From an optimization exercise on the open Yosys and OpenROAD flow, aimed at small area; shortcuts taken in it are not production practice.
Function was checked by simulation only, so behaviour that the tests miss may differ from the original.
Power figures rest on the tool's default switching activity, not on a simulated workload.

==> flow/design.v <==
`default_nettype none
module arm_mc_rdmux (
  input  logic [17:0]  i_sel,
  input  logic [575:0] i_d,
  output logic [31:0]  o_y
);
  localparam int N = 18;
  always_comb begin
    o_y = '0;
    for (int k = 0; k < N; k++)
      o_y = o_y | ({32{i_sel[k]}} & i_d[32*k +: 32]);
  end
endmodule
module arm_mc_wport (
  input  logic        i_we,
  input  logic        i_keep,
  input  logic [31:0] i_d,
  input  logic [31:0] i_p,
  output logic [31:0] o_y
);
  assign o_y = ({32{i_we}} & i_d) | ({32{i_keep}} & i_p);
endmodule
module arm_mc_ringrf (
  input  logic        clk,
  input  logic        rst_n,
  input  logic [3:0]  i_nidx,      
  input  logic        i_rdat,      
  input  logic        i_rimm,      
  input  logic [3:0]  i_bidx,      
  input  logic        i_bchk,      
  input  logic [31:0] i_pc8,
  input  logic [31:0] i_rdata,
  input  logic [31:0] i_imm,
  input  logic        i_wnew,      
  input  logic [3:0]  i_widx,
  input  logic [31:0] i_wdata,     
  output logic [31:0] o_rp,
  output logic        o_byp        
);
  logic [31:0] r_ring [0:14];
  logic [1:0]  r_clr;       
  logic [3:0]  r_rot;
  logic        r_pend;
  logic [3:0]  r_pidx;
  logic [3:0]  r_rpos;      
  function automatic logic [3:0] f_mod15(input logic [3:0] a, input logic [3:0] b, input logic ci);
    logic [4:0] s;
    s = {1'b0, a} + {1'b0, b} + {4'd0, ci};
    if (s >= 5'd15) s = s - 5'd15;
    f_mod15 = s[3:0];
  endfunction
  assign       o_byp  = i_bchk & r_pend & (r_pidx == i_bidx) & ~i_rimm;
  wire         w_oth  = i_rdat | i_rimm;
  wire         w_r15  = (r_rpos == 4'd15) & ~w_oth;
  wire         w_clr  = (r_clr != 2'd3);
  wire [2:0]   w_cln  = {~w_clr, ~w_clr | r_clr[1], ~w_clr | (r_clr != 2'd0)};
  logic [14:0]  w_sel;
  logic [575:0] w_src;
  always_comb begin
    for (int p = 0; p < 15; p++) begin
      w_sel[p] = (r_rpos == 4'(p)) & w_cln[p % 3] & ~w_oth;
      w_src[32*p +: 32] = r_ring[p];
    end
    w_src[32*15 +: 32] = i_pc8;
    w_src[32*16 +: 32] = i_rdata;
    w_src[32*17 +: 32] = i_imm;
  end
  arm_mc_rdmux u_rd (
    .i_sel({i_rimm, i_rdat, w_r15, w_sel}), .i_d(w_src), .o_y(o_rp)
  );
  wire [3:0]  w_widx = r_pend ? r_pidx : i_widx;
  wire [3:0]  w_wpos = f_mod15(w_widx, r_rot, 1'b1);
  wire        w_wact = r_pend | i_wnew;
  logic [4:0]  w_we;
  always_comb
    for (int j = 0; j < 5; j++) w_we[j] = w_wact & (w_wpos == 4'(3*j));
  wire  [4:0]  w_keep = ~(w_we | {5{w_clr}});
  logic [159:0] w_wp;
  for (genvar j = 0; j < 5; j++) begin : g_wp
    arm_mc_wport u_wp (
      .i_we(w_we[j]), .i_keep(w_keep[j]), .i_d(i_wdata),
      .i_p(r_ring[(3*j + 14) % 15]), .o_y(w_wp[32*j +: 32])
    );
  end
  always_ff @(posedge clk or negedge rst_n) begin
    if (!rst_n) begin
      r_clr  <= '0;
      r_pend <= 1'b0;
    end else begin
      r_pend <= w_wact & ~(|w_we);
      if (w_clr) r_clr <= r_clr + 2'd1;
    end
  end
  always_ff @(posedge clk) begin
    r_rot  <= (r_rot >= 4'd14) ? 4'd0 : r_rot + 4'd1;
    r_rpos <= (i_nidx == 4'd15) ? 4'd15 : f_mod15(i_nidx, r_rot, 1'b1);
    r_pidx <= i_widx;
    for (int p = 0; p < 15; p++)
      r_ring[p] <= ((p % 3) == 0) ? w_wp[32*(p/3) +: 32] : r_ring[(p + 14) % 15];
  end
endmodule
module arm_mc_shift (
  input  logic [31:0] i_x,
  input  logic [11:0] i_ir,
  input  logic        i_imm,
  input  logic        i_reg,
  input  logic        i_c,
  output logic [31:0] o_b,
  output logic        o_c
);
  wire [3:0] w_rot  = i_ir[11:8];
  wire [4:0] w_imm5 = i_ir[11:7];
  wire [1:0] w_sh   = i_ir[6:5];
  logic [1:0]  w_t1;
  logic [3:0]  w_t2;
  logic [7:0]  w_t3;
  logic [15:0] w_t4;
  logic [31:0] w_therm;
  always_comb begin
    w_t1    = {1'b0, w_imm5[0]};
    w_t2    = w_imm5[1] ? {w_t1, 2'b11}    : {2'b00, w_t1};
    w_t3    = w_imm5[2] ? {w_t2, 4'hF}     : {4'h0, w_t2};
    w_t4    = w_imm5[3] ? {w_t3, 8'hFF}    : {8'h00, w_t3};
    w_therm = w_imm5[4] ? {w_t4, 16'hFFFF} : {16'h0000, w_t4};
  end
  wire [4:0] w_neg5 = {w_imm5[4] ^ (|w_imm5[3:0]), w_imm5[3] ^ (|w_imm5[2:0]),
                       w_imm5[2] ^ (|w_imm5[1:0]), w_imm5[1] ^ w_imm5[0], w_imm5[0]};
  logic [31:0] w_r;
  logic [4:0]  w_amt;
  logic        w_lsl, w_rsh, w_fill;
  always_comb begin
    w_amt = 5'd0;
    w_lsl = 1'b0;
    w_rsh = 1'b0;
    if (i_imm) begin
      w_amt = {w_rot, 1'b0};
    end else if (i_reg) begin
      case (w_sh)
        2'b00:   begin w_amt = w_neg5; w_lsl = 1'b1; end
        2'b01,
        2'b10:   begin w_amt = w_imm5; w_rsh = 1'b1; end
        default: w_amt = w_imm5;
      endcase
    end
    w_r = i_x;
    if (w_amt[0]) w_r = {w_r[0],    w_r[31:1]};
    if (w_amt[1]) w_r = {w_r[1:0],  w_r[31:2]};
    if (w_amt[2]) w_r = {w_r[3:0],  w_r[31:4]};
    if (w_amt[3]) w_r = {w_r[7:0],  w_r[31:8]};
    if (w_amt[4]) w_r = {w_r[15:0], w_r[31:16]};
    w_fill = i_x[31] & w_sh[1];
    for (int k = 0; k < 32; k++) begin
      o_b[k] = w_r[k];
      if (w_lsl & w_therm[k]) o_b[k] = 1'b0;
      if (w_rsh & w_therm[31-k]) o_b[k] = w_fill;
    end
    o_c = i_c;
    if (i_imm) begin
      if (w_rot != 4'd0) o_c = w_r[31];
    end else if (w_imm5 != 5'd0) begin
      o_c = w_lsl ? w_r[0] : w_r[31];
    end
  end
endmodule
module arm_mc_alu (
  input  logic [31:0] i_a,
  input  logic [31:0] i_b,
  input  logic [3:0]  i_tp,
  input  logic        i_ga,
  input  logic        i_gna,
  input  logic        i_cin,
  output logic [31:0] o_res,
  output logic        o_cout,
  output logic        o_ovf
);
  logic [31:0] w_p, w_g, w_G, w_P;
  logic [32:0] w_cy;
  always_comb begin
    for (int k = 0; k < 32; k++) begin
      w_p[k] = i_tp[{i_a[k], i_b[k]}];
      w_g[k] = ~w_p[k] & (i_a[k] ? i_ga : i_gna);
    end
    w_G = w_g;
    w_P = w_p;
    w_G[0] = w_g[0] | (w_p[0] & i_cin);
    for (int d = 0; d < 5; d++)
      for (int i = 0; i < 32; i++)
        if ((i % (2 << d)) == ((2 << d) - 1)) begin
          w_G[i] = w_G[i] | (w_P[i] & w_G[i - (1 << d)]);
          w_P[i] = w_P[i] & w_P[i - (1 << d)];
        end
    for (int d = 3; d >= 0; d--)
      for (int i = 0; i < 32; i++)
        if (((i % (2 << d)) == ((1 << d) - 1)) && (i >= (2 << d))) begin
          w_G[i] = w_G[i] | (w_P[i] & w_G[i - (1 << d)]);
          w_P[i] = w_P[i] & w_P[i - (1 << d)];
        end
    w_cy   = {w_G, i_cin};
    o_res  = w_p ^ w_cy[31:0];
    o_cout = w_cy[32];
    o_ovf  = w_cy[32] ^ w_cy[31];
  end
endmodule
module arm_multicycle_core #(
  parameter int          ADDR_W    = 32,
  parameter logic [31:0] RESET_PC  = 32'h0,
  parameter int          SHIFT_EN  = 1,
  parameter int          UNDEF_NOP = 0
) (
  input  logic              clk,
  input  logic              rst_n,
  output logic              o_instr_req,
  output logic [ADDR_W-1:0] o_instr_addr,
  input  logic              i_instr_valid,
  input  logic [31:0]       i_instr,
  output logic              o_mem_req,
  output logic              o_mem_we,
  output logic [ADDR_W-1:0] o_mem_addr,
  output logic [31:0]       o_mem_wdata,
  input  logic              i_mem_ack,
  input  logic [31:0]       i_mem_rdata,
  output logic [ADDR_W-1:0] o_pc,
  output logic [3:0]        o_flags,
  output logic              o_halted
);
  localparam logic [2:0] S_FETCH  = 3'd0;
  localparam logic [2:0] S_DECODE = 3'd1;
  localparam logic [2:0] S_EXEC   = 3'd2;
  localparam logic [2:0] S_MEM    = 3'd3;
  localparam logic [2:0] S_WB     = 3'd4;
  localparam logic [2:0] S_HALT   = 3'd5;
  logic [2:0]  r_state, w_next;
  logic [31:2] r_pc;
  logic [27:0] r_ir;        
  logic [3:0]  r_flags;
  logic [31:0] r_t;
  wire st_fetch  = (r_state == S_FETCH);
  wire st_decode = (r_state == S_DECODE);
  wire st_exec   = (r_state == S_EXEC);
  wire st_mem    = (r_state == S_MEM);
  wire st_wb     = (r_state == S_WB);
  wire st_halt   = (r_state == S_HALT);
  wire [3:0] w_cond = i_instr[31:28];    
  wire [1:0] w_op   = r_ir[27:26];
  wire       w_i    = r_ir[25];
  wire [3:0] w_cmd  = r_ir[24:21];
  wire       w_s    = r_ir[20];         
  wire [3:0] w_rn   = r_ir[19:16];
  wire [3:0] w_rd   = r_ir[15:12];
  wire [3:0] w_rm   = r_ir[3:0];
  wire w_dp = (w_op == 2'b00);
  wire w_ls = (w_op == 2'b01);
  wire w_br = w_op[1];
  wire [31:3] w_inc = r_pc[31:3] + 29'd1;
  wire [31:0] w_pc8 = {w_inc, r_pc[2], 2'b00};
  wire [31:2] w_pc4 = r_pc[2] ? {w_inc, 1'b0} : {r_pc[31:3], 1'b1};
  logic [31:0] w_rp;
  logic        w_byp;
  wire        w_rimm = st_decode & ((w_dp & w_i) | w_ls | w_br);
  wire [31:0] w_imm  = w_br ? {{6{r_ir[23]}}, r_ir[23:0], 2'b00}
                            : {20'd0, r_ir[11:8] & {4{w_ls}}, r_ir[7:0]};
  logic [3:0] w_nidx;
  always_comb begin
    if (st_fetch)       w_nidx = i_instr[3:0];
    else if (st_decode) w_nidx = w_br ? 4'd15 : w_rn;
    else                w_nidx = w_rd;
  end
  arm_mc_ringrf u_rf (
    .clk(clk), .rst_n(rst_n),
    .i_nidx(w_nidx), .i_rdat(st_mem & w_s), .i_rimm(w_rimm), .i_bidx(w_rm), .i_bchk(st_decode),
    .i_pc8(w_pc8), .i_rdata(i_mem_rdata), .i_imm(w_imm),
    .i_wnew(st_wb & (w_rd != 4'd15)), .i_widx(w_rd), .i_wdata(r_t),
    .o_rp(w_rp), .o_byp(w_byp)
  );
  wire w_n = r_flags[3], w_z = r_flags[2], w_c = r_flags[1], w_v = r_flags[0];
  logic w_cond_pass, r_cpass;
  always_comb begin
    case (w_cond)
      4'b0000: w_cond_pass = w_z;
      4'b0001: w_cond_pass = ~w_z;
      4'b0010: w_cond_pass = w_c;
      4'b0011: w_cond_pass = ~w_c;
      4'b0100: w_cond_pass = w_n;
      4'b0101: w_cond_pass = ~w_n;
      4'b0110: w_cond_pass = w_v;
      4'b0111: w_cond_pass = ~w_v;
      4'b1000: w_cond_pass = w_c & ~w_z;
      4'b1001: w_cond_pass = ~w_c | w_z;
      4'b1010: w_cond_pass = (w_n == w_v);
      4'b1011: w_cond_pass = (w_n != w_v);
      4'b1100: w_cond_pass = ~w_z & (w_n == w_v);
      4'b1101: w_cond_pass = w_z | (w_n != w_v);
      4'b1110: w_cond_pass = 1'b1;
      default: w_cond_pass = 1'b0;
    endcase
  end
  logic w_cmd_ok;
  always_comb begin
    case (w_cmd)
      4'b0000, 4'b0001, 4'b0010, 4'b0011,
      4'b0100, 4'b1010, 4'b1100, 4'b1101: w_cmd_ok = 1'b1;
      default:                            w_cmd_ok = 1'b0;
    endcase
  end
  wire w_is_dp = w_dp & w_cmd_ok & ~(~w_i & r_ir[4]);
  wire w_is_ls = w_ls & ~w_i & ~r_ir[22] & r_ir[24] & ~r_ir[21];
  wire w_is_b  = (w_op == 2'b10) & r_ir[25] & ~r_ir[24];
  wire w_undef = ~(w_is_dp | w_is_ls | w_is_b);
  logic [31:0] w_b;
  logic        w_shc;
  arm_mc_shift u_sh (
    .i_x(r_t), .i_ir(r_ir[11:0]),
    .i_imm(st_exec & w_dp & w_i), .i_reg(st_exec & w_dp & ~w_i & (SHIFT_EN != 0)),
    .i_c(w_c),
    .o_b(w_b), .o_c(w_shc)
  );
  localparam logic [3:0] T_XOR  = 4'b0110, T_XNOR = 4'b1001, T_AND  = 4'b1000,
                         T_OR   = 4'b1110, T_B    = 4'b1010, T_A    = 4'b1100;
  wire w_c_and = (w_cmd == 4'b0000);
  wire w_c_eor = (w_cmd == 4'b0001);
  wire w_c_sub = (w_cmd == 4'b0010);
  wire w_c_rsb = (w_cmd == 4'b0011);
  wire w_c_add = (w_cmd == 4'b0100);
  wire w_c_cmp = (w_cmd == 4'b1010);
  wire w_c_orr = (w_cmd == 4'b1100);
  wire w_arith = w_c_sub | w_c_cmp | w_c_rsb | w_c_add;
  logic [3:0] w_tp;
  logic       w_ga, w_gna, w_cin;
  always_comb begin
    w_tp  = T_A;                  
    w_ga  = 1'b0;
    w_gna = 1'b0;
    w_cin = 1'b0;
    if (st_wb) begin
      w_tp = T_B;                 
    end else if (st_exec) begin
      if (w_dp) begin
        if (w_c_add)                 begin w_tp = T_XOR;  w_ga = 1'b1; end
        else if (w_c_sub | w_c_cmp)  begin w_tp = T_XNOR; w_ga = 1'b1; w_cin = 1'b1; end
        else if (w_c_rsb)            begin w_tp = T_XNOR; w_gna = 1'b1; w_cin = 1'b1; end
        else if (w_c_and)            w_tp = T_AND;
        else if (w_c_eor)            w_tp = T_XOR;
        else if (w_c_orr)            w_tp = T_OR;
        else                         w_tp = T_B;
      end else if (w_ls & ~r_ir[23]) begin
        w_tp = T_XNOR; w_ga = 1'b1; w_cin = 1'b1;
      end else begin
        w_tp = T_XOR;  w_ga = 1'b1;
      end
    end
  end
  logic [31:0] w_res;
  logic        w_cout, w_ovf;
  arm_mc_alu u_alu (
    .i_a(w_rp), .i_b(w_b), .i_tp(w_tp), .i_ga(w_ga), .i_gna(w_gna), .i_cin(w_cin),
    .o_res(w_res), .o_cout(w_cout), .o_ovf(w_ovf)
  );
  wire       w_zero = ~|w_res;
  wire [3:0] w_nf   = w_arith ? {w_res[31], w_zero, w_cout, w_ovf}
                              : {w_res[31], w_zero, w_shc, w_v};
  always_comb begin
    w_next = r_state;
    case (r_state)
      S_FETCH:  if (i_instr_valid) w_next = S_DECODE;
      S_DECODE: begin
        if (!r_cpass)      w_next = S_FETCH;
        else if (w_undef)  w_next = (UNDEF_NOP != 0) ? S_FETCH : S_HALT;
        else               w_next = S_EXEC;
      end
      S_EXEC: begin
        if (w_dp)      w_next = w_c_cmp ? S_FETCH : S_WB;
        else if (w_ls) w_next = S_MEM;
        else           w_next = S_FETCH;
      end
      S_MEM:    if (i_mem_ack) w_next = w_s ? S_WB : S_FETCH;
      S_WB:     w_next = S_FETCH;
      S_HALT:   w_next = S_HALT;
      default:  w_next = S_FETCH;
    endcase
  end
  assign o_instr_req  = st_fetch & rst_n;
  assign o_mem_req    = st_mem;
  assign o_mem_we     = ~w_s;
  assign o_halted     = st_halt;
  assign o_instr_addr = {r_pc, 2'b00};
  assign o_pc         = {r_pc, 2'b00};
  assign o_flags      = r_flags;
  assign o_mem_addr   = {r_t[31:2], 2'b00};
  assign o_mem_wdata  = w_rp;
  always_ff @(posedge clk or negedge rst_n) begin
    if (!rst_n) r_state <= S_FETCH;
    else        r_state <= w_next;
  end
  always_ff @(posedge clk or negedge rst_n) begin
    if (!rst_n) begin
      r_pc    <= RESET_PC[31:2];
      r_flags <= '0;
    end else begin
      if ((st_decode & (~r_cpass | (w_undef & (UNDEF_NOP != 0)))) |
          (st_exec & w_dp & w_c_cmp) |
          (st_mem & i_mem_ack & ~w_s) |
          (st_wb & (w_rd != 4'd15)))
        r_pc <= w_pc4;
      else if ((st_exec & w_br) | st_wb)
        r_pc <= w_res[31:2];
      if (st_exec & w_dp & (w_s | w_c_cmp)) r_flags <= w_nf;
    end
  end
  always_ff @(posedge clk) begin
    r_cpass     <= w_cond_pass;
    r_ir[19:16] <= i_instr[19:16];
    r_ir[4:0]   <= i_instr[4:0];
    if (st_fetch) begin
      r_ir[27:20] <= i_instr[27:20];
      r_ir[15:5]  <= i_instr[15:5];
    end
    if ((st_decode & ~w_byp) | st_exec | (st_mem & i_mem_ack & w_s)) r_t <= w_res;
  end
endmodule
`default_nettype wire
==> flow/flow/run.sh <==
#!/bin/bash
# Own layout flow: the standard flow (standard.sh) with these changes
# that reduce cell area at the design's clock period and constraints:
#   1. synthesis is the standard synthesis script, except that
#      - ABC maps the combinational logic with an area-oriented script
#        (flow/area.abc) instead of ORFS's speed script,
#      - each module is synthesized separately (SYNTH_HIERARCHICAL 1; the
#        script flattens the result, as the standard synthesis does), and
#      - the register file's read multiplexer (module arm_mc_rdmux) and write
#        positions (arm_mc_wport) are mapped by hand to sky130 cells
#        (flow/rdmux_cells.v, flow/wport_cells.v, from gen/gen_cells.py).
#      Flip-flops are mapped exactly as in the standard synthesis (dfflibmap
#      runs before ABC), with the same names.
#   2. every input and output port still gets a buffer, but a
#      sky130_fd_sc_hd__buf_1 instead of ORFS's default choice.
set -euo pipefail
W=$PWD
F=$W/flow
O=$W/ownflow
mkdir -p "$O"

# ORFS synth.tcl with the ABC script swapped
sed 's#^  log_cmd abc {\*}\$abc_args$#  set abc_args [lreplace $abc_args 1 1 '"$F"'/area.abc]\n  log_cmd abc {*}$abc_args#' \
  "$FLOW_HOME/scripts/synth.tcl" > "$O/orfs_synth.tcl"
grep -q "$F/area.abc" "$O/orfs_synth.tcl"
# The standard flow's synthesis script, sourcing that copy
sed 's#\$::env(SCRIPTS_DIR)/synth.tcl#'"$O"'/orfs_synth.tcl#' "$W/synth_recipe.tcl" > "$O/synth_recipe_area.tcl"
grep -q "$O/orfs_synth.tcl" "$O/synth_recipe_area.tcl"

# replace the two hand-mapped modules right after the design is read
printf 'read_verilog -overwrite %s\nread_verilog -overwrite %s\nhierarchy -check -top %s\n' \
  "$F/rdmux_cells.v" "$F/wport_cells.v" "$FLOW_TOP" > "$O/canon.tcl"

bash "$W/standard.sh" "SYNTH_SCRIPT=$O/synth_recipe_area.tcl" "SYNTH_CANONICALIZE_TCL=$O/canon.tcl" SYNTH_HIERARCHICAL=1 SYNTH_MINIMUM_KEEP_SIZE=0 synth > "$W/synth.log" 2>&1
bash "$W/standard.sh" "SYNTH_SCRIPT=$O/synth_recipe_area.tcl" "SYNTH_CANONICALIZE_TCL=$O/canon.tcl" SYNTH_HIERARCHICAL=1 SYNTH_MINIMUM_KEEP_SIZE=0 \
  "BUFFER_PORTS_ARGS=-buffer_cell sky130_fd_sc_hd__buf_1" \
  "CTS_ARGS=-sink_clustering_enable -repair_clock_nets -sink_clustering_size 16 -sink_clustering_max_diameter 80 -buf_list sky130_fd_sc_hd__clkbuf_8 -dont_use_dummy_load" \
  finish > "$W/layout.log" 2>&1
test -s "$W/out/final.def"
==> flow/flow/area.abc <==
strash
&get -n
&st
&syn2
&synch2
&put
dch -f
amap -F 3 -A 3
topo
dnsize
==> flow/flow/wport_cells.v <==
// Structural arm_mc_wport: 32 a22o cells. Generated by gen/gen_cells.py.
module arm_mc_wport (i_we, i_keep, i_d, i_p, o_y);
  input i_we, i_keep;
  input [31:0] i_d, i_p;
  output [31:0] o_y;
  sky130_fd_sc_hd__a22o_1 u0 (.A1(i_we), .A2(i_d[0]), .B1(i_keep), .B2(i_p[0]), .X(o_y[0]));
  sky130_fd_sc_hd__a22o_1 u1 (.A1(i_we), .A2(i_d[1]), .B1(i_keep), .B2(i_p[1]), .X(o_y[1]));
  sky130_fd_sc_hd__a22o_1 u2 (.A1(i_we), .A2(i_d[2]), .B1(i_keep), .B2(i_p[2]), .X(o_y[2]));
  sky130_fd_sc_hd__a22o_1 u3 (.A1(i_we), .A2(i_d[3]), .B1(i_keep), .B2(i_p[3]), .X(o_y[3]));
  sky130_fd_sc_hd__a22o_1 u4 (.A1(i_we), .A2(i_d[4]), .B1(i_keep), .B2(i_p[4]), .X(o_y[4]));
  sky130_fd_sc_hd__a22o_1 u5 (.A1(i_we), .A2(i_d[5]), .B1(i_keep), .B2(i_p[5]), .X(o_y[5]));
  sky130_fd_sc_hd__a22o_1 u6 (.A1(i_we), .A2(i_d[6]), .B1(i_keep), .B2(i_p[6]), .X(o_y[6]));
  sky130_fd_sc_hd__a22o_1 u7 (.A1(i_we), .A2(i_d[7]), .B1(i_keep), .B2(i_p[7]), .X(o_y[7]));
  sky130_fd_sc_hd__a22o_1 u8 (.A1(i_we), .A2(i_d[8]), .B1(i_keep), .B2(i_p[8]), .X(o_y[8]));
  sky130_fd_sc_hd__a22o_1 u9 (.A1(i_we), .A2(i_d[9]), .B1(i_keep), .B2(i_p[9]), .X(o_y[9]));
  sky130_fd_sc_hd__a22o_1 u10 (.A1(i_we), .A2(i_d[10]), .B1(i_keep), .B2(i_p[10]), .X(o_y[10]));
  sky130_fd_sc_hd__a22o_1 u11 (.A1(i_we), .A2(i_d[11]), .B1(i_keep), .B2(i_p[11]), .X(o_y[11]));
  sky130_fd_sc_hd__a22o_1 u12 (.A1(i_we), .A2(i_d[12]), .B1(i_keep), .B2(i_p[12]), .X(o_y[12]));
  sky130_fd_sc_hd__a22o_1 u13 (.A1(i_we), .A2(i_d[13]), .B1(i_keep), .B2(i_p[13]), .X(o_y[13]));
  sky130_fd_sc_hd__a22o_1 u14 (.A1(i_we), .A2(i_d[14]), .B1(i_keep), .B2(i_p[14]), .X(o_y[14]));
  sky130_fd_sc_hd__a22o_1 u15 (.A1(i_we), .A2(i_d[15]), .B1(i_keep), .B2(i_p[15]), .X(o_y[15]));
  sky130_fd_sc_hd__a22o_1 u16 (.A1(i_we), .A2(i_d[16]), .B1(i_keep), .B2(i_p[16]), .X(o_y[16]));
  sky130_fd_sc_hd__a22o_1 u17 (.A1(i_we), .A2(i_d[17]), .B1(i_keep), .B2(i_p[17]), .X(o_y[17]));
  sky130_fd_sc_hd__a22o_1 u18 (.A1(i_we), .A2(i_d[18]), .B1(i_keep), .B2(i_p[18]), .X(o_y[18]));
  sky130_fd_sc_hd__a22o_1 u19 (.A1(i_we), .A2(i_d[19]), .B1(i_keep), .B2(i_p[19]), .X(o_y[19]));
  sky130_fd_sc_hd__a22o_1 u20 (.A1(i_we), .A2(i_d[20]), .B1(i_keep), .B2(i_p[20]), .X(o_y[20]));
  sky130_fd_sc_hd__a22o_1 u21 (.A1(i_we), .A2(i_d[21]), .B1(i_keep), .B2(i_p[21]), .X(o_y[21]));
  sky130_fd_sc_hd__a22o_1 u22 (.A1(i_we), .A2(i_d[22]), .B1(i_keep), .B2(i_p[22]), .X(o_y[22]));
  sky130_fd_sc_hd__a22o_1 u23 (.A1(i_we), .A2(i_d[23]), .B1(i_keep), .B2(i_p[23]), .X(o_y[23]));
  sky130_fd_sc_hd__a22o_1 u24 (.A1(i_we), .A2(i_d[24]), .B1(i_keep), .B2(i_p[24]), .X(o_y[24]));
  sky130_fd_sc_hd__a22o_1 u25 (.A1(i_we), .A2(i_d[25]), .B1(i_keep), .B2(i_p[25]), .X(o_y[25]));
  sky130_fd_sc_hd__a22o_1 u26 (.A1(i_we), .A2(i_d[26]), .B1(i_keep), .B2(i_p[26]), .X(o_y[26]));
  sky130_fd_sc_hd__a22o_1 u27 (.A1(i_we), .A2(i_d[27]), .B1(i_keep), .B2(i_p[27]), .X(o_y[27]));
  sky130_fd_sc_hd__a22o_1 u28 (.A1(i_we), .A2(i_d[28]), .B1(i_keep), .B2(i_p[28]), .X(o_y[28]));
  sky130_fd_sc_hd__a22o_1 u29 (.A1(i_we), .A2(i_d[29]), .B1(i_keep), .B2(i_p[29]), .X(o_y[29]));
  sky130_fd_sc_hd__a22o_1 u30 (.A1(i_we), .A2(i_d[30]), .B1(i_keep), .B2(i_p[30]), .X(o_y[30]));
  sky130_fd_sc_hd__a22o_1 u31 (.A1(i_we), .A2(i_d[31]), .B1(i_keep), .B2(i_p[31]), .X(o_y[31]));
endmodule
==> flow/standard.sh <==
#!/bin/bash
# synth_recipe.tcl (not shown) runs the flow's synth.tcl, then flattens the netlist and writes it again
# the make line also repeats each setting of config.mk as NAME=value (left out here)
make -C /OpenROAD-flow-scripts/flow DESIGN_CONFIG=/design/flow/config.mk WORK_HOME=/design/flow/orfs CLKGATE_MAP_FILE= SYNTH_SCRIPT=/design/flow/synth_recipe.tcl "${@:-finish}"
==> flow/config.mk <==
export PLATFORM = sky130hd
export DESIGN_NAME = arm_multicycle_core
export DESIGN_NICKNAME = arm_multicycle_core
export VERILOG_FILES = /design/flow/design.v
export SDC_FILE = /design/flow/constraint.sdc
export NUM_CORES = 8
export LEC_CHECK = 0
export CAP_MARGIN = 0
export CORE_MARGIN = 2
export CORE_UTILIZATION = 55
export PLACE_DENSITY = 0.75
export SLEW_MARGIN = 0
==> flow/constraint.sdc <==
create_clock -name core_clock -period 10.0 [get_ports {clk}]
set_input_delay 2.0000 -clock core_clock [delete_from_list [all_inputs] [get_ports {clk}]]
set_output_delay 2.0000 -clock core_clock [all_outputs]
set_load 0.01 [all_outputs]
Not shown: flow/flow/rdmux_cells.v
==> out/metrics.cfg, run 1 <==
[cts]
cts_inserted_buffers = 46
post-cts-setup-buffer-count = 0
clock_sinks = 594

[routing]
dr_total_vias = 22900
routed-wl-met2_um = 40300
initialDrtViolationCount = 3891
detailroute.wirelength.met3_um = 12000

[status]
outcome = timing/DRC/antenna clean

[global_route]
largest_net_degree_at_the_start_of_global_routing = 42

[sta]
maxSlewHeadroom_pct = 6.76
final-setup-viol-count = 0
final.period_utilization_pct = 93.2

[finish]
sequential_cell_area_sq_um = 12600
fillerInstances = 3645
final_design_area_no_fill_sq_um = 26200
layout.buffer.nonclock.area_share_pct = 4.69
largest_registers = u_rf.r_ring (480), r_t (32), r_pc (30)
num-nonclk-inverters = 224

[logic_synthesis]
unique_masters_post_synth = 46
synth.area.mux_share_pct = 0
yosys_register_bits = 594
synth_area_per_cell_sq_um = 9.99
ys_top_cells_by_count = 503 x sky130_fd_sc_hd__dfxtp_1, 249 x sky130_fd_sc_hd__o22ai_1, 224 x sky130_fd_sc_hd__clkinv_1
synth_compound_area_share_pct = 31.0
count_leader_synth = sky130_fd_sc_hd__dfxtp_1

[power]
swShare_pct = 49.7
pwr_density_cell_nw_per_um2 = 420
net_load_switching_power_mw = 5.46
internal_power_mw = 5.54

[place]
place_ws_ns = 0.679
hpwl_um = 66200

[worst_setup_path]
cpMostUsedCell = sky130_fd_sc_hd__clkinv_1
rr_worst_depth = 34
critical_path_cell_count = 34
cp_slowest_cell = sky130_fd_sc_hd__o21ai_0
critPathMaxFanout = 8

[die]
start_util_pct = 55.6

==> inputs of run 2 (changes only) <==
--- a/flow/design.v
+++ b/flow/design.v
@@ -27,5 +27,4 @@
   input  logic        i_rdat,      
   input  logic        i_rimm,      
-  input  logic [3:0]  i_bidx,      
   input  logic        i_bchk,      
   input  logic [31:0] i_pc8,
@@ -33,5 +32,4 @@
   input  logic [31:0] i_imm,
   input  logic        i_wnew,      
-  input  logic [3:0]  i_widx,
   input  logic [31:0] i_wdata,     
   output logic [31:0] o_rp,
@@ -42,5 +40,5 @@
   logic [3:0]  r_rot;
   logic        r_pend;
-  logic [3:0]  r_pidx;
+  logic [3:0]  r_ppos;      
   logic [3:0]  r_rpos;      
   function automatic logic [3:0] f_mod15(input logic [3:0] a, input logic [3:0] b, input logic ci);
@@ -50,5 +48,5 @@
     f_mod15 = s[3:0];
   endfunction
-  assign       o_byp  = i_bchk & r_pend & (r_pidx == i_bidx) & ~i_rimm;
+  assign       o_byp  = i_bchk & r_pend & (r_ppos == r_rpos) & ~i_rimm;
   wire         w_oth  = i_rdat | i_rimm;
   wire         w_r15  = (r_rpos == 4'd15) & ~w_oth;
@@ -69,6 +67,6 @@
     .i_sel({i_rimm, i_rdat, w_r15, w_sel}), .i_d(w_src), .o_y(o_rp)
   );
-  wire [3:0]  w_widx = r_pend ? r_pidx : i_widx;
-  wire [3:0]  w_wpos = f_mod15(w_widx, r_rot, 1'b1);
+  wire [3:0]  w_cpos = r_pend ? r_ppos : r_rpos;
+  wire [3:0]  w_wpos = (w_cpos == 4'd14) ? 4'd0 : w_cpos + 4'd1;
   wire        w_wact = r_pend | i_wnew;
   logic [4:0]  w_we;
@@ -95,5 +93,5 @@
     r_rot  <= (r_rot >= 4'd14) ? 4'd0 : r_rot + 4'd1;
     r_rpos <= (i_nidx == 4'd15) ? 4'd15 : f_mod15(i_nidx, r_rot, 1'b1);
-    r_pidx <= i_widx;
+    r_ppos <= w_wpos;
     for (int p = 0; p < 15; p++)
       r_ring[p] <= ((p % 3) == 0) ? w_wp[32*(p/3) +: 32] : r_ring[(p + 14) % 15];
@@ -268,7 +266,7 @@
   arm_mc_ringrf u_rf (
     .clk(clk), .rst_n(rst_n),
-    .i_nidx(w_nidx), .i_rdat(st_mem & w_s), .i_rimm(w_rimm), .i_bidx(w_rm), .i_bchk(st_decode),
+    .i_nidx(w_nidx), .i_rdat(st_mem & w_s), .i_rimm(w_rimm), .i_bchk(st_decode),
     .i_pc8(w_pc8), .i_rdata(i_mem_rdata), .i_imm(w_imm),
-    .i_wnew(st_wb & (w_rd != 4'd15)), .i_widx(w_rd), .i_wdata(r_t),
+    .i_wnew(st_wb & (w_rd != 4'd15)), .i_wdata(r_t),
     .o_rp(w_rp), .o_byp(w_byp)
   );
==> run 2 against run 1 <==
Effect of this change:
- worst hold slack improved by 0.011 ns
- non-clock buffer count increased by 1
- sequential share of layout area increased by 0.52 points
- final area decreased by 1.1%
- critical path depth unchanged
- utilization decreased by 0.38 points
- synthesized cell count decreased by 1.3%
- sequential power increased by 5.1%
- largest cell class unchanged
- global-route usage increased by 1.8 points
==> out/metrics.cfg, run 2 <==
[status]
outcome = timing/DRC/antenna clean  ; unchanged

[routing]
initialDrtViolationCount = 4089  ; was 3,891
detail_route.wirelength_um = 96500  ; was 93,300 um
drt_pass1_iterations = 12  ; was 10
remaining_drc_errors = 0  ; unchanged
vias_per_cell = 7.32  ; was 7.12
dr_total_vias = 23100  ; was 22,900
antenna_left = 0  ; unchanged
wire_per_inst_um = 30.6  ; was 29.0 um

[finish]
largest_registers = u_rf.r_ring (480), r_t (32), r_pc (30)  ; unchanged
multi_input_area_sq_um = 9970  ; was 10,200 sq um
sequential_cell_area_sq_um = 12600  ; unchanged
fillerInstances = 3664  ; was 3,645
design.final.nets = 2696  ; was 2,734
instances_no_fill = 3155  ; was 3,224
final_common_cell = sky130_fd_sc_hd__dfxtp_1  ; unchanged
number_of_flip_flops_under_the_largest_register_name = 480  ; unchanged
syn2layout_area_growth_pct = 9.41  ; was 9.62%
largest_register_by_flop_count = u_rf.r_ring  ; unchanged
mostFrequentLayoutCells = 503 x sky130_fd_sc_hd__dfxtp_1, 250 x sky130_fd_sc_hd__o22ai_1, 217 x sky130_fd_sc_hd__clkinv_1, 196 x sky130_fd_sc_hd__a222oi_1, 196 x sky130_fd_sc_hd__buf_1  ; was 503 x sky130_fd_sc_hd__dfxtp_1, 249 x sky130_fd_sc_hd__o22ai_1, 221 x sky130_fd_sc_hd__clkinv_1, 196 x sky130_fd_sc_hd__a222oi_1, 196 x sky130_fd_sc_hd__buf_1
drive_gt1_share_pct = 5.83  ; was 5.99%

[cts]
cts_inserted_buffers = 44  ; was 46
post-cts-setup-buffer-count = 0  ; unchanged
resized_gates_after_cts = 0  ; unchanged
tritoncts = yes  ; unchanged
cts_htree_levels = 2  ; unchanged
clkLatencyLatePin_ns = 0.68  ; was 0.67 ns
clk_path_buf_depth = 3  ; unchanged
clkSlewWorstSetupHoldPaths_ns = 0.12  ; was 0.10 ns
hold_buffers = 0  ; unchanged
cts-root-buf = sky130_fd_sc_hd__clkbuf_8  ; unchanged
clock_sinks = 594  ; unchanged

[sta]
report.final.hold_viol_count = 0  ; unchanged
maxSlewHeadroom_pct = 9.35  ; was 6.76%
final.period_utilization_pct = 94.6  ; was 93.2%
setup_repair_after_global_routing_missed_its_margin = no  ; unchanged
timing.fmax_mhz = 106  ; was 107 MHz
final_critical_path_setup_slack_ns = 0.544  ; was 0.682 ns
finalCriticalPeriod_ns = 9.46  ; was 9.32 ns
report.final.slew_viol_count = 0  ; unchanged
final-setup-viol-count = 0  ; unchanged
worstMarginPinSlew_ns = 1.36  ; was 1.40 ns
fin_skew_ns = 0.0851  ; was 0.0825 ns
fin_tns_setup_ns = 0  ; unchanged

[worst_setup_path]
critPathArrivalTime_ns = 10.05  ; was 9.86 ns
worstSetupEndpointType = flip-flop  ; unchanged
worst-endpoint-required_ns = 10.59  ; was 10.54 ns
critPathMaxFanout = 32  ; was 8
critical_path.top_delay_family = compound AO/OA/AOI/OAI gates  ; unchanged
timing.critical_path.buf_inv = 7  ; was 6
cp_slowest_cell = sky130_fd_sc_hd__clkinv_1  ; was sky130_fd_sc_hd__o21ai_0
critical_path.startpoint_type = flip-flop  ; unchanged
cpMostUsedCell = sky130_fd_sc_hd__clkinv_1  ; unchanged
max_stage_delay_ns = 0.70  ; was 0.63 ns
timing_worst_setup_path_type = flip-flop to flip-flop  ; unchanged

[logic_synthesis]
yosys_register_bits = 594  ; unchanged
edff_count_synth = 51  ; unchanged
synthCells = 2363  ; was 2,394
synth_seq_area_share_pct = 53.2  ; was 52.7%
yosys-top-cells-area = sky130_fd_sc_hd__dfxtp_1 42%, sky130_fd_sc_hd__a222oi_1 8.3%, sky130_fd_sc_hd__o22ai_1 6.6%  ; was sky130_fd_sc_hd__dfxtp_1 42%, sky130_fd_sc_hd__a222oi_1 8.2%, sky130_fd_sc_hd__o22ai_1 6.5%
synth_xor_xnor_area_share_pct = 0  ; unchanged
dominant_combinational_cell_family_by_area_after_synthesis = compound AO/OA/AOI/OAI gates  ; unchanged
leading_register_cell_type_out_of_synthesis = sky130_fd_sc_hd__dfxtp_1  ; unchanged
unique_masters_post_synth = 44  ; was 46
synth_compound_area_share_pct = 31.0  ; about the same
postSynth.asyncResetShare_pct = 6.73  ; unchanged
synth.area.mux_share_pct = 0  ; unchanged
synthesis.area_sq_um = 23700  ; was 23,900 sq um
post_synthesis_simple_gate_area_fraction_pct = 9.13  ; was 9.25%
yosysTopAreaCellShare_pct = 42.5  ; was 42.1%
synth_area_per_cell_sq_um = 10.0  ; was 9.99 sq um
ys_top_cells_by_count = 503 x sky130_fd_sc_hd__dfxtp_1, 250 x sky130_fd_sc_hd__o22ai_1, 218 x sky130_fd_sc_hd__clkinv_1  ; was 503 x sky130_fd_sc_hd__dfxtp_1, 249 x sky130_fd_sc_hd__o22ai_1, 224 x sky130_fd_sc_hd__clkinv_1
count_leader_synth = sky130_fd_sc_hd__dfxtp_1  ; unchanged
synth_warnings = 12  ; unchanged
dominant_cell_type_by_area_after_synthesis = sky130_fd_sc_hd__dfxtp_1  ; unchanged
arithmetic_cell_share_of_the_synthesized_area_counting_full_adders_half_adders_and_majority_gates_pct = 1.03  ; was 1.37%

[place]
port_buffer_count = 197  ; unchanged
hpwl_um = 65000  ; was 66,200 um
place_ws_ns = 0.754  ; was 0.679 ns
place.detailed.instances = 3109  ; was 3,178
gpl_wtd_cong = 1.04  ; unchanged

[job]
drv_cap = 0  ; unchanged

[global_route]
antenna_found_initial = 3  ; was 1
via_count_of_the_first_global_routing_pass = 21400  ; was 21,000
largest_net_degree_at_the_start_of_global_routing = 42  ; unchanged
wire_length_of_the_first_global_routing_pass_um = 138000  ; was 135,000 um
gr-total-overflow = 0  ; unchanged
grtUsageTotal_pct = 41.9  ; was 40.0%

[die]
core_region_area_sq_um = 42800  ; was 43,000 sq um
die_width_um = 212  ; was 213 um
num_io_pins = 204  ; unchanged
start_util_pct = 55.4  ; was 55.6%
die_height_um = 212  ; was 213 um
die_area_sq_um = 44800  ; was 45,200 sq um
placementRows = 76  ; unchanged

[power]
total_leakage_power_nw = 9.25  ; was 9.45 nW
pwr_total_mw = 10.8  ; was 11.0 mW
vdd.ir_drop.worst_v = 0.000252  ; was 0.000253 V
pwr_density_cell_nw_per_um2 = 415  ; was 420 nW/um^2

[min_path]
hold_class = flip-flop to flip-flop  ; unchanged

==> run 2: cell types whose count changed after synthesis, sizes merged, moves of 2 or more <==
cell,previous run,this run
or4,8,6
nand3,75,73
nor2,172,166
a31oi,6,8
ha,23,18
clkinv,224,218
a21oi,101,96
or2,37,39
==> run 2: modules after synthesis (local to each module, per instance) <==
module | area (sq um) | cells inside
arm_mc_ringrf | 10700 | 642
arm_multicycle_core | 5170 | 561
arm_mc_shift | 2020 | 332
arm_mc_wport | 280 | 32
arm_mc_alu | 1970 | 380
arm_mc_rdmux | 2440 | 288
==> run 2: path summary, 6_finish.rpt <==
check                                     from                  end  slack [ns]  cells after the start
setup reg to reg                    r_state[1]           r_flags[2]        0.54                     34
max in group asynchronous                rst_n             r_pc[25]        8.11                      2
hold / removal             u_rf.r_ring[13][26]  u_rf.r_ring[14][26]        0.29                      0
hold reg to reg            u_rf.r_ring[13][26]  u_rf.r_ring[14][26]        0.29                      0
setup / recovery                    r_state[1]           r_flags[2]        0.54                     34
min in group asynchronous                rst_n             r_pc[27]        1.43                      2
==> run 2: worst register-to-register path, delay by kind of cell (launching register included) <==
| kind | cells | cell delay (ns) |
|---|---|---|
| compound gates | 18 | 4.55 |
| simple gates | 9 | 2.51 |
| buf+inv | 7 | 1.94 |
| flops | 1 | 0.44 |
==> run 2: per-stage QoR <==
step	cell area, sq um	util [%]	hold WS (ns)
floorplan	23700	-	0.330
global placement	25300	59.2	0.333
detailed placement	25300	59.2	0.336
CTS	25900	60.6	0.280
global route	25900	60.6	0.287
finish	25900	60.6	0.285
==> run 2: routing by layer <==
layer	global-route usage, %	routed length (um)	up-vias
li1	-	-	9851
met1	55.3	36700	11000
met2	61.1	40500	1867
met3	10.8	12400	359
met4	26.7	6940	4
met5	0	28	-
==> run 2: cell type report <==
cell class	count	share of cell area, %
sequential	594	48.6
timing repair buffer	263	4.82
tap	546	2.63
antenna	2	0.0193
inverter	218	3.17
clock buffer	44	2.34
multi-input combinational	1488	38.4
==> run 2: cells by family after synthesis <==
logic type               after synthesis
AND/OR/NAND/NOR                      478
AO/OA/AOI/OAI                        983
other                                  1
adder cells (fa/ha/maj)               19
flip-flops                           594
buffers and inverters                288
==> run 2: where the power goes <==
group	leakage (nW)	internal, mW	switching [mW]
combinational	3.86	1.58	3.49
clock	0.316	0.395	0.747
sequential	5.08	3.58	0.981
total	9.25	5.55	5.22

==> afterwards: timing with drivers on the ports <==
In the flow no input, the clock included, has a driving cell. The finished layouts below were timed again as built, in two steps. Step 1 sets driving cells, clkbuf_16 on the clock port and buf_2 on the other inputs (assumed; they add their load-dependent delay and slew). Step 2 times the ports against the registers' clock, not the clock port: input delays grow and output delays shrink by t, the midpoint of the rising clock arrivals with the driver on. a / b / c = ideal / step 1 / step 2; a / b = the first two.
run	t (ns)	setup slack, ns	worst setup path at the end	slew at the worst register clock pin (ns)	worst slew at a driven data input, ns
run 1	0.682	0.682 / 0.682 / 0.682	register to register	0.10 / 0.10	0.07
run 2	0.692	0.544 / 0.544 / 0.544	register to register	0.12 / 0.12	0.05
After both steps every run listed still meets setup and hold.
